Context: an optimization exercise on an open-source flow, tuned for a short achievable clock period and few clock cycles. The choices shown serve that exercise and are no tape-out recipe. Only simulation tests tie the RTL to the original design; equivalence was not proved. No driver is modelled on the clock port, so clocking that relies on it looks cheaper here than on a real chip.

==> run G: inputs <==
Design core_mc, start of the top module:
module core_mc (
  input  logic        clk,
  input  logic        reset,
  output logic        mem_req,
  output logic        mem_we,
  output logic [31:0] mem_addr,
  output logic [31:0] mem_wdata,
  input  logic [31:0] mem_rdata,
  input  logic        mem_ready,
  output logic [31:0] pc_o,
  output logic        retire,
  output logic        halted,
  input  logic [4:0]  dbg_sel,
  output logic [31:0] dbg_data
);
Settings: LEC_CHECK=0, CAP_MARGIN=20, CORE_MARGIN=2, CORE_UTILIZATION=45, PLACE_DENSITY=0.6, SETUP_SLACK_MARGIN=4.5, SLEW_MARGIN=20; clock period 10.0 ns.
standard.sh (not shown) runs the stock make flow with config.mk's settings and CLKGATE_MAP_FILE= SYNTH_SCRIPT=/design/flow/synth_recipe.tcl, a recipe that flattens the netlist after the stock synthesis.
==> flow/flow/run.sh <==
#!/bin/bash
# Own layout flow: the standard ORFS flow (standard.sh), with two changes:
#  - synthesis leaves adders to ABC instead of mapping them to full/half-adder cells
#    (ADDER_MAP_FILE empty); registers are synthesized exactly as in the standard flow;
#  - at the end of the CTS step (ORFS hook POST_CTS_TCL), flow/post_cts.tcl resizes gates
#    on the port buffers and on the worst setup paths (flow/size.tcl), runs ORFS's slew
#    and load repair, and legalizes the placement again.
# Each ORFS step writes its full log under orfs/logs/; this script's output goes to
# flow_run.log.
set -euo pipefail
here=$(pwd)
bash standard.sh finish ADDER_MAP_FILE= POST_CTS_TCL="$here/flow/post_cts.tcl" \
  > "$here/flow_run.log" 2>&1
==> flow/flow/post_cts.tcl <==
# Runs at the end of ORFS's CTS step (POST_CTS_TCL): greedy gate sizing on the worst setup
# paths, then ORFS's own slew and load repair, then legalize the placement again.
source [file join [file dirname [info script]] size.tcl]
estimate_parasitics -placement
puts "post_cts: worst slack before sizing [format %.3f [expr {[sta::worst_slack_cmd max] * 1e9}]] ns,\
      slew/load violations [size_drv]"
set margin [expr {[info exists ::env(SETUP_SLACK_MARGIN)] ? $::env(SETUP_SLACK_MARGIN) : 0.0}]
size_ports sky130_fd_sc_hd__buf_8 sky130_fd_sc_hd__buf_12
size_batch 400 [expr {$margin * 1e-9}] 900 8 12
repair_design_helper
detailed_placement
check_placement -verbose
estimate_parasitics -placement
puts "post_cts: worst slack after sizing [format %.3f [expr {[sta::worst_slack_cmd max] * 1e9}]] ns,\
      slew/load violations [size_drv]"
Other scripts of this flow, unchanged in this note and not shown: flow/flow/size.tcl
==> inputs of run H, as changes to run G <==
--- a/flow/design.v
+++ b/flow/design.v
@@ -28,30 +28,34 @@
       end
     end
     add32 = p ^ {gg[30:0], ci};
   endfunction
   localparam int CW = 6;     
   localparam int PW = 40;    
   logic [31:0] r_regs [1:31];
-  logic [31:0] r_dbgn [1:31];   
   logic [31:0] r_ir;       
   logic [31:0] r_pc;       
   logic [31:0] r_pc4;      
   logic [31:0] r_pc8;      
   logic [31:0] r_tgt;      
   logic [31:0] r_a, r_b;   
   logic [31:0] r_b2;       
   logic        r_cin;      
-  logic [31:0] r_ma;       
+  logic [11:0]  r_mlo;
+  logic [31:12] r_mhi, r_minc, r_mdec;
+  logic         r_mse, r_msi;   
+  logic [31:0]  r_ma;
   logic        r_mav;
   logic        r_ev;       
   logic        r_halt;
   logic        r_mem;      
   logic        r_lw, r_sw, r_jal;
   logic [3:0]  r_xg;       
+  logic [1:0]  r_xh;
+  logic        r_teq, r_tne;
   logic        r_beq, r_bne;
   logic        r_ill;      
   logic        r_jmis;     
   logic        r_bmis;     
   logic        r_pcj;      
   logic        r_spf;      
   logic        r_wra;      
@@ -67,14 +71,15 @@
   logic [31:0] r_fd;
   logic [31:0] r_pf;       
   logic        r_pfw;      
   logic q_exm, q_we, q_pc, q_ma, q_pcj, q_retm, q_pfn;
   logic a_nm, a_spf, a_nmx, a_hn0, a_bmis, a_blk;
   logic [4:0] rd;
   assign rd = r_ir[11:7];
+  assign r_ma = {r_mse ? r_mhi : (r_msi ? r_minc : r_mdec), r_mlo};
   logic [31:0] sum, alu;
   logic        slt;
   assign sum = add32(r_a, r_b2, r_cin);
   assign slt = (r_a[31] ^ r_b[31]) ? r_a[31] : sum[31];
   always_comb begin
     if (r_jal)        alu = r_pc4;
     else if (r_fand)  alu = r_a & r_b;
@@ -99,42 +104,38 @@
   assign pc12     = add32(r_pc8, 32'd4, 1'b0);
   assign nf       = ~r_ev ? r_pc  : (tk ? r_tgt : r_pc4);
   assign nf4      = ~r_ev ? r_pc4 : (tk ? tgt4  : r_pc8);
   assign nf8      = ~r_ev ? r_pc8 : (tk ? tgt8  : pc12);
   assign wval     = r_lw ? mem_rdata : alu;
   assign w_wr     = ~r_pfw & ((r_ev & r_wra) | (mem_go & mem_ready & r_wrl));
   assign c_clr    = mem_go & r_sw & mem_ready & (r_ma[31:11] == 21'd0);
-  logic        q_tg;
   logic [31:0] addr_n;
-  assign q_tg   = a_nm & tk;
   assign addr_n = ({32{q_pfn}} & r_pf) | ({32{q_pc}} & r_pc) | ({32{q_ma}} & r_ma) |
                   ({32{a_nmx}} & r_pc4);
-  assign mem_req   = ~reset & (r_pfw | (~stop & ~a_blk));
+  logic tk_o, stop_o;
+  assign tk_o   = ~|r_xh ? r_teq : r_tne;
+  assign stop_o = r_halt | a_hn0 | (a_bmis & tk_o);
+  assign mem_req   = ~reset & (r_pfw | (~stop_o & ~a_blk));
   assign mem_we    = ~reset & q_we;
-  assign mem_addr  = q_tg ? r_tgt : addr_n;
+  assign mem_addr  = (a_nm & tk_o) ? r_tgt : addr_n;
   assign mem_wdata = r_b;
-  assign retire    = (a_nm & ~stop) | (q_retm & mem_ready);
-  assign halted    = stop;
+  assign retire    = (a_nm & ~stop_o) | (q_retm & mem_ready);
+  assign halted    = stop_o;
   assign pc_o      = q_pcj ? r_tgt : r_pc;
   logic [31:0] rf [32];
   always_comb begin
     rf[0] = 32'd0;
     for (int i = 1; i < 32; i++) rf[i] = r_regs[i];
   end
-  logic [31:0] rfn [32];
   logic [31:0] dg [8];
-  logic [31:0] dbgn;
   always_comb begin
-    rfn[0] = 32'hffffffff;
-    for (int i = 1; i < 32; i++) rfn[i] = r_dbgn[i];
-    for (int j = 0; j < 8; j++) dg[j] = rfn[4*j + dbg_sel[1:0]];
-    dbgn = 32'd0;
-    for (int j = 0; j < 8; j++) dbgn = dbgn | (dg[j] & {32{dbg_sel[4:2] == 3'(j)}});
+    for (int j = 0; j < 8; j++) dg[j] = rf[4*j + dbg_sel[1:0]];
+    dbg_data = 32'd0;
+    for (int j = 0; j < 8; j++) dbg_data = dbg_data | (dg[j] & {32{dbg_sel[4:2] == 3'(j)}});
   end
-  assign dbg_data = ~dbgn;
   logic       pf_ok, pf_req, pf_done, f_done, p_cached;
   logic [8:0] pf_dist, pf_ahead;
   assign pf_dist  = r_pf[10:2] - r_pc[10:2];
   assign pf_ok    = (r_pf[31:11] == 21'd0) && (pf_dist != 9'd0) && (pf_dist <= 9'(PW));
   assign pf_req   = r_pfw | (use_c & ~stop);
   assign pf_done  = pf_req & mem_ready;
   assign f_done   = ~r_pfw & ~stop & ~ex_mem & ~use_c & mem_ready;
@@ -188,15 +189,18 @@
   logic [31:0] ni;
   assign advance   = ~stop & ~r_pfw & (ex_mem ? (r_mav & mem_ready) : 1'b1);
   assign sel_c     = ex_mem | use_c;
   assign load_next = ex_mem ? (c_nhit & ~c_clr) : (use_c | mem_ready);
   assign ni        = sel_c ? c_next : mem_rdata;
   logic [31:0] x_w    [2];
   logic [31:0] x_ra   [2], x_rb [2], x_b2 [2], x_ma [2], x_boff [2];
+  logic [31:12] x_minc [2], x_mdec [2];
+  logic        x_mse  [2], x_msi [2];
   logic [3:0]  x_xg   [2];
+  logic [1:0]  x_xh   [2];
   logic        x_cin  [2], x_mav [2], x_mem [2], x_lw [2], x_sw [2], x_jal [2];
   logic        x_beq  [2], x_bne [2], x_ill [2], x_jmis [2], x_bmis [2];
   logic        x_pcj  [2], x_wra [2], x_wrl [2];
   logic        x_fand [2], x_for [2], x_fxor [2], x_fslt [2];
   assign x_w[0] = c_next;
   assign x_w[1] = mem_rdata;
   for (genvar s = 0; s < 2; s++) begin : g_src
@@ -245,35 +249,40 @@
     logic [31:12] fa_inc, fa_dec, ma_hi;
     logic [31:0]  ma_lo, inc_t, dec_t;
     assign inc_t  = add32({12'd0, fa[31:12]}, 32'd1, 1'b0);
     assign dec_t  = add32({12'd0, fa[31:12]}, 32'hfffff, 1'b0);
     assign fa_inc = inc_t[19:0];
     assign fa_dec = dec_t[19:0];
     assign ma_lo  = add32({20'd0, fa[11:0]}, {20'd0, imm_ls[11:0]}, 1'b0);
-    assign ma_hi = (ma_lo[12] == imm_ls[11]) ? fa[31:12] : (ma_lo[12] ? fa_inc : fa_dec);
+    assign ma_hi = fa[31:12];
     logic byp_a, byp_b;
     assign byp_a = w_wr && (rd == n_rs1);
     assign byp_b = w_wr && (rd == n_rs2);
     assign ra    = byp_a ? wval : fa;
     assign rb    = byp_b ? wval : fb;
     logic n_subslt;
     assign n_subslt = n_sub | (n_f3 == 3'b010);
     assign x_ra[s]   = ra;
     assign x_rb[s]   = rb;
     assign x_b2[s]   = n_r ? (n_subslt ? ~rb : rb) : imm_i;
     assign x_cin[s]  = n_r & n_subslt;
     assign x_ma[s]   = {ma_hi, ma_lo[11:0]};
+    assign x_minc[s] = fa_inc;
+    assign x_mdec[s] = fa_dec;
+    assign x_mse[s]  = (ma_lo[12] == imm_ls[11]);
+    assign x_msi[s]  = ma_lo[12];
     assign x_mav[s]  = ~byp_a;
     assign x_mem[s]  = n_lw | n_sw;
     assign x_lw[s]   = n_lw;
     assign x_sw[s]   = n_sw;
     assign x_jal[s]  = n_jal;
     logic [31:0] xd;
     assign xd        = ra ^ rb;
     assign x_xg[s]   = {|xd[31:24], |xd[23:16], |xd[15:8], |xd[7:0]};
+    assign x_xh[s]   = {|xd[31:16], |xd[15:0]};
     assign x_beq[s]  = n_beq;
     assign x_bne[s]  = n_bne;
     assign x_ill[s]  = n_ill;
     assign x_jmis[s] = n_jal & w[21];
     assign x_bmis[s] = w[8];
     assign x_pcj[s]  = n_jal & ~w[21];
     assign x_wra[s]  = (n_r | n_addi | (n_jal & ~w[21])) & (n_rd != 5'd0);
@@ -281,53 +290,72 @@
     assign x_fand[s] = n_r & (n_f3 == 3'b111);
     assign x_for[s]  = n_r & (n_f3 == 3'b110);
     assign x_fxor[s] = n_r & (n_f3 == 3'b100);
     assign x_fslt[s] = n_r & (n_f3 == 3'b010);
   end
   logic        sx;
   logic [31:0] n_ra, n_rb, n_b2, n_ma, boff;
+  logic [31:12] n_minc, n_mdec;
+  logic        n_mse, n_msi;
   logic [3:0]  n_xg;
+  logic [1:0]  n_xh;
   logic        n_cin, n_mav, n_mem, n_lw, n_sw, n_jal, n_pcj, n_wra, n_wrl;
   logic        n_beq, n_bne, n_ill, n_jmis, n_bmis;
   logic        n_fand, n_for, n_fxor, n_fslt;
   assign sx     = ~sel_c;
   assign n_ra   = x_ra[sx];
   assign n_rb   = x_rb[sx];
   assign n_b2   = x_b2[sx];
   assign n_ma   = x_ma[sx];
+  assign n_minc = x_minc[sx];
+  assign n_mdec = x_mdec[sx];
+  assign n_mse  = x_mse[sx];
+  assign n_msi  = x_msi[sx];
   assign boff   = x_boff[sx];
   assign n_cin  = x_cin[sx];
   assign n_mav  = x_mav[sx];
   assign n_mem  = x_mem[sx];
   assign n_lw   = x_lw[sx];
   assign n_sw   = x_sw[sx];
   assign n_jal  = x_jal[sx];
   assign n_xg   = x_xg[sx];
+  assign n_xh   = x_xh[sx];
   assign n_beq  = x_beq[sx];
   assign n_bne  = x_bne[sx];
   assign n_ill  = x_ill[sx];
   assign n_jmis = x_jmis[sx];
   assign n_bmis = x_bmis[sx];
   assign n_pcj  = x_pcj[sx];
   assign n_wra  = x_wra[sx];
   assign n_wrl  = x_wrl[sx];
   assign n_fand = x_fand[sx];
   assign n_for  = x_for[sx];
   assign n_fxor = x_fxor[sx];
   assign n_fslt = x_fslt[sx];
-  logic [CW-1:0] nidx;
-  logic          nhit, n_pf, n_fill;
+  logic [31:0]   cand [3];
+  logic [31:0]   cword [3];
+  logic          chit [3];
+  logic          nhit;
   logic [31:0]   nword;
-  assign nidx   = nf4[CW+1:2];
-  assign n_pf   = pf_done && pf_ok && (r_pf == nf4);
-  assign n_fill = r_fv && (r_fa[CW+1:2] == nidx);
-  assign nword  = n_pf ? mem_rdata : (n_fill ? r_fd : c_data[nidx]);
-  assign nhit   = (nf4[31:11] == 21'd0) && ~c_clr &&
-                  (n_pf || (n_fill ? (r_fa[10:CW+2] == nf4[10:CW+2])
-                                   : (c_val[nidx] && (c_tag[nidx] == nf4[10:CW+2]))));
+  assign cand[0] = r_pc4;
+  assign cand[1] = tgt4;
+  assign cand[2] = r_pc8;
+  for (genvar k = 0; k < 3; k++) begin : g_look
+    logic [CW-1:0] idx;
+    logic          c_pf, c_fill;
+    assign idx      = cand[k][CW+1:2];
+    assign c_pf     = pf_done && pf_ok && (r_pf == cand[k]);
+    assign c_fill   = r_fv && (r_fa[CW+1:2] == idx);
+    assign cword[k] = c_pf ? mem_rdata : (c_fill ? r_fd : c_data[idx]);
+    assign chit[k]  = (cand[k][31:11] == 21'd0) &&
+                      (c_pf || (c_fill ? (r_fa[10:CW+2] == cand[k][10:CW+2])
+                                       : (c_val[idx] && (c_tag[idx] == cand[k][10:CW+2]))));
+  end
+  assign nword = ~r_ev ? cword[0] : (tk ? cword[1] : cword[2]);
+  assign nhit  = ~c_clr && (~r_ev ? chit[0] : (tk ? chit[1] : chit[2]));
   logic [31:0] ntgt;
   logic [31:0] tg_pc, tg_tg, tg_p4;
   assign tg_pc = add32(r_pc, boff, 1'b0);
   assign tg_tg = add32(r_tgt, boff, 1'b0);
   assign tg_p4 = add32(r_pc4, boff, 1'b0);
   assign ntgt  = ~r_ev ? tg_pc : (tk ? tg_tg : tg_p4);
   logic ld;
@@ -381,23 +409,31 @@
       r_pc8  <= 32'd8;
       r_tgt  <= 32'd0;
       r_ir   <= 32'd0;
       r_a    <= 32'd0;
       r_b    <= 32'd0;
       r_b2   <= 32'd0;
       r_cin  <= 1'b0;
-      r_ma   <= 32'd0;
+      r_mlo  <= 12'd0;
+      r_mhi  <= 20'd0;
+      r_minc <= 20'd0;
+      r_mdec <= 20'd0;
+      r_mse  <= 1'b1;
+      r_msi  <= 1'b0;
       r_mav  <= 1'b0;
       r_ev   <= 1'b0;
       r_halt <= 1'b0;
       r_mem  <= 1'b0;
       r_lw   <= 1'b0;
       r_sw   <= 1'b0;
       r_jal  <= 1'b0;
       r_xg   <= 4'd0;
+      r_xh   <= 2'd0;
+      r_teq  <= 1'b0;
+      r_tne  <= 1'b0;
       r_beq  <= 1'b0;
       r_bne  <= 1'b0;
       r_ill  <= 1'b0;
       r_jmis <= 1'b0;
       r_bmis <= 1'b0;
       r_pcj  <= 1'b0;
       r_spf  <= 1'b0;
@@ -410,36 +446,45 @@
       c_next <= 32'd0;
       c_nhit <= 1'b0;
     end else begin
       if (c_clr) c_nhit <= 1'b0;
       if (halt_now) begin
         r_halt <= 1'b1;
       end else if (ex_mem && !r_mav && !r_pfw) begin
-        r_ma  <= add32(r_a, r_ir[5] ? {{20{r_ir[31]}}, r_ir[31:25], r_ir[11:7]}
-                                    : {{20{r_ir[31]}}, r_ir[31:20]}, 1'b0);
+        {r_mhi, r_mlo} <= add32(r_a, r_ir[5] ? {{20{r_ir[31]}}, r_ir[31:25], r_ir[11:7]}
+                                             : {{20{r_ir[31]}}, r_ir[31:20]}, 1'b0);
+        r_mse <= 1'b1;
         r_mav <= 1'b1;
       end else if (advance) begin
         r_ev  <= load_next;
         r_pc  <= nf;
         r_pc4 <= nf4;
         r_pc8 <= nf8;
         if (load_next) begin
           r_ir   <= ni;
           r_tgt  <= ntgt;
           r_a    <= n_ra;
           r_b    <= n_rb;
           r_b2   <= n_b2;
           r_cin  <= n_cin;
-          r_ma   <= n_ma;
+          r_mlo  <= n_ma[11:0];
+          r_mhi  <= n_ma[31:12];
+          r_minc <= n_minc;
+          r_mdec <= n_mdec;
+          r_mse  <= n_mse;
+          r_msi  <= n_msi;
           r_mav  <= n_mav;
           r_mem  <= n_mem;
           r_lw   <= n_lw;
           r_sw   <= n_sw;
           r_jal  <= n_jal;
           r_xg   <= n_xg;
+          r_xh   <= n_xh;
+          r_teq  <= n_jal | n_beq;
+          r_tne  <= n_jal | n_bne;
           r_beq  <= n_beq;
           r_bne  <= n_bne;
           r_ill  <= n_ill;
           r_jmis <= n_jmis;
           r_bmis <= n_bmis & (n_beq | n_bne);
           r_pcj  <= n_pcj;
           r_spf  <= ~n_mem & nhit;
@@ -453,17 +498,13 @@
           c_nhit <= nhit;
         end
       end
     end
   end
   always_ff @(posedge clk or posedge reset) begin
     if (reset) begin
-      for (int i = 1; i < 32; i++) begin
-        r_regs[i] <= 32'd0;
-        r_dbgn[i] <= 32'hffffffff;
-      end
+      for (int i = 1; i < 32; i++) r_regs[i] <= 32'd0;
     end else if (w_wr) begin
       r_regs[rd] <= wval;
-      r_dbgn[rd] <= ~wval;
     end
   end
 endmodule
==> flow/flow/run.sh (replaced) <==
#!/bin/bash
# Own layout flow: the standard ORFS flow (standard.sh), with these changes:
#  - synthesis leaves adders to ABC instead of mapping them to full/half-adder cells
#    (ADDER_MAP_FILE empty); registers are synthesized exactly as in the standard flow;
#  - ORFS's timing repair does not clone gates (SKIP_GATE_CLONING=1);
#  - at the end of the CTS step (ORFS hook POST_CTS_TCL), flow/post_cts.tcl resizes gates
#    on the port buffers and on the worst setup paths (flow/size.tcl), runs ORFS's slew
#    and load repair, and legalizes the placement again;
#  - at the end of the global route step (ORFS hook POST_GLOBAL_ROUTE_TCL),
#    flow/post_grt.tcl runs ORFS's slew and load repair once more.
# Each ORFS step writes its full log under orfs/logs/; this script's output goes to
# flow_run.log.
set -euo pipefail
here=$(pwd)
bash standard.sh finish ADDER_MAP_FILE= SKIP_GATE_CLONING=1 \
  POST_CTS_TCL="$here/flow/post_cts.tcl" POST_GLOBAL_ROUTE_TCL="$here/flow/post_grt.tcl" \
  > "$here/flow_run.log" 2>&1
==> flow/flow/post_grt.tcl (new file) <==
# Runs at the end of ORFS's global route step (POST_GLOBAL_ROUTE_TCL): ORFS's slew and load
# repair once more, after the step's own timing repair, with the placement legalized and
# the changed nets routed again, and the route guides written again.
estimate_parasitics -global_routing
puts "post_grt: slew/load violations before [expr {[sta::max_slew_violation_count] + [sta::max_capacitance_violation_count]}]"
repair_design_helper
global_route -start_incremental
detailed_placement
global_route -end_incremental
estimate_parasitics -global_routing
puts "post_grt: slew/load violations after [expr {[sta::max_slew_violation_count] + [sta::max_capacitance_violation_count]}],\
      worst slack [format %.3f [expr {[sta::worst_slack_cmd max] * 1e9}]] ns"
write_guides $::env(RESULTS_DIR)/route.guide
==> flow_summary.toml <==
[outcome]
status = "timing/DRC/antenna clean"

[finish]
utilization_pct = 51.8
mostFrequentLayoutCells = "3471 x mux4_2, 2240 x edfxtp_1, 1950 x nand2_1"
seq_cells = 3761
dominant_cells = "multi-input gates"
final_common_cell = "mux4_2"

[floorplanning]
die_h_um = 737

[routing]
first_iter_violations = 34316
num_vias = 190742
dr_wl_met2_mm = 437
drtPass1Iterations = 11
via_per_inst = 7.56

[grt]
grtUsageMet1_pct = 48.7

[power]
total_power_uw = 90500
p_switching_uw = 39700

[setup_path]
crit_path_max_fanout = 8
[end of results for run H]
==> flow_summary.toml <==
[sta]
slew_viol_final = 4

[finish]
dominant_cells = "registers"
utilization_pct = 52.9
final_common_cell = "edfxtp_1"

[outcome]
status = "failed layout checks"
failed_checks = "max-capacitance violations, max-slew violations"

[routing]
dr_wl_met2_mm = 419
via_per_inst = 6.77
num_vias = 180918

[job]
maxCapViolCount = 1

[floorplanning]
die_h_um = 730
[end of results for run G]
Testbench counts of run G, summed over its fixed seeds: cycles 49,914.
Testbench counts of run H, summed over its fixed seeds: cycles 49,914.

-- what the ideal ports hide --
How much do the figures lean on ideal ports? The routed layouts below were timed once more, with nothing changed but the port constraints. Step 1, drivers: a clkbuf_16 drives clk and a buf_2 each remaining input, both assumed. Step 2, shift: input delay + t, output delay - t, t = (earliest + latest rising clock arrival at the registers) / 2. This alone moves slack from input paths to output paths. a / b / c = ideal ports / drivers / drivers and shift; a / b = the first two.
| run | t (ns) | setup WS [ns] | worst setup path at the end | worst register clock-pin slew, ns |
|---|---|---|---|---|
| run G | 1.196 | 4.208 / 3.761 / 3.119 | input to register | 0.07 / 0.07 |
| run H | 1.188 | 4.084 / 4.024 / 3.068 | input to register | 0.07 / 0.07 |
For run G, which loses most, drivers alone change the setup slack by -0.447 ns; drivers and shift together by -1.089 ns.
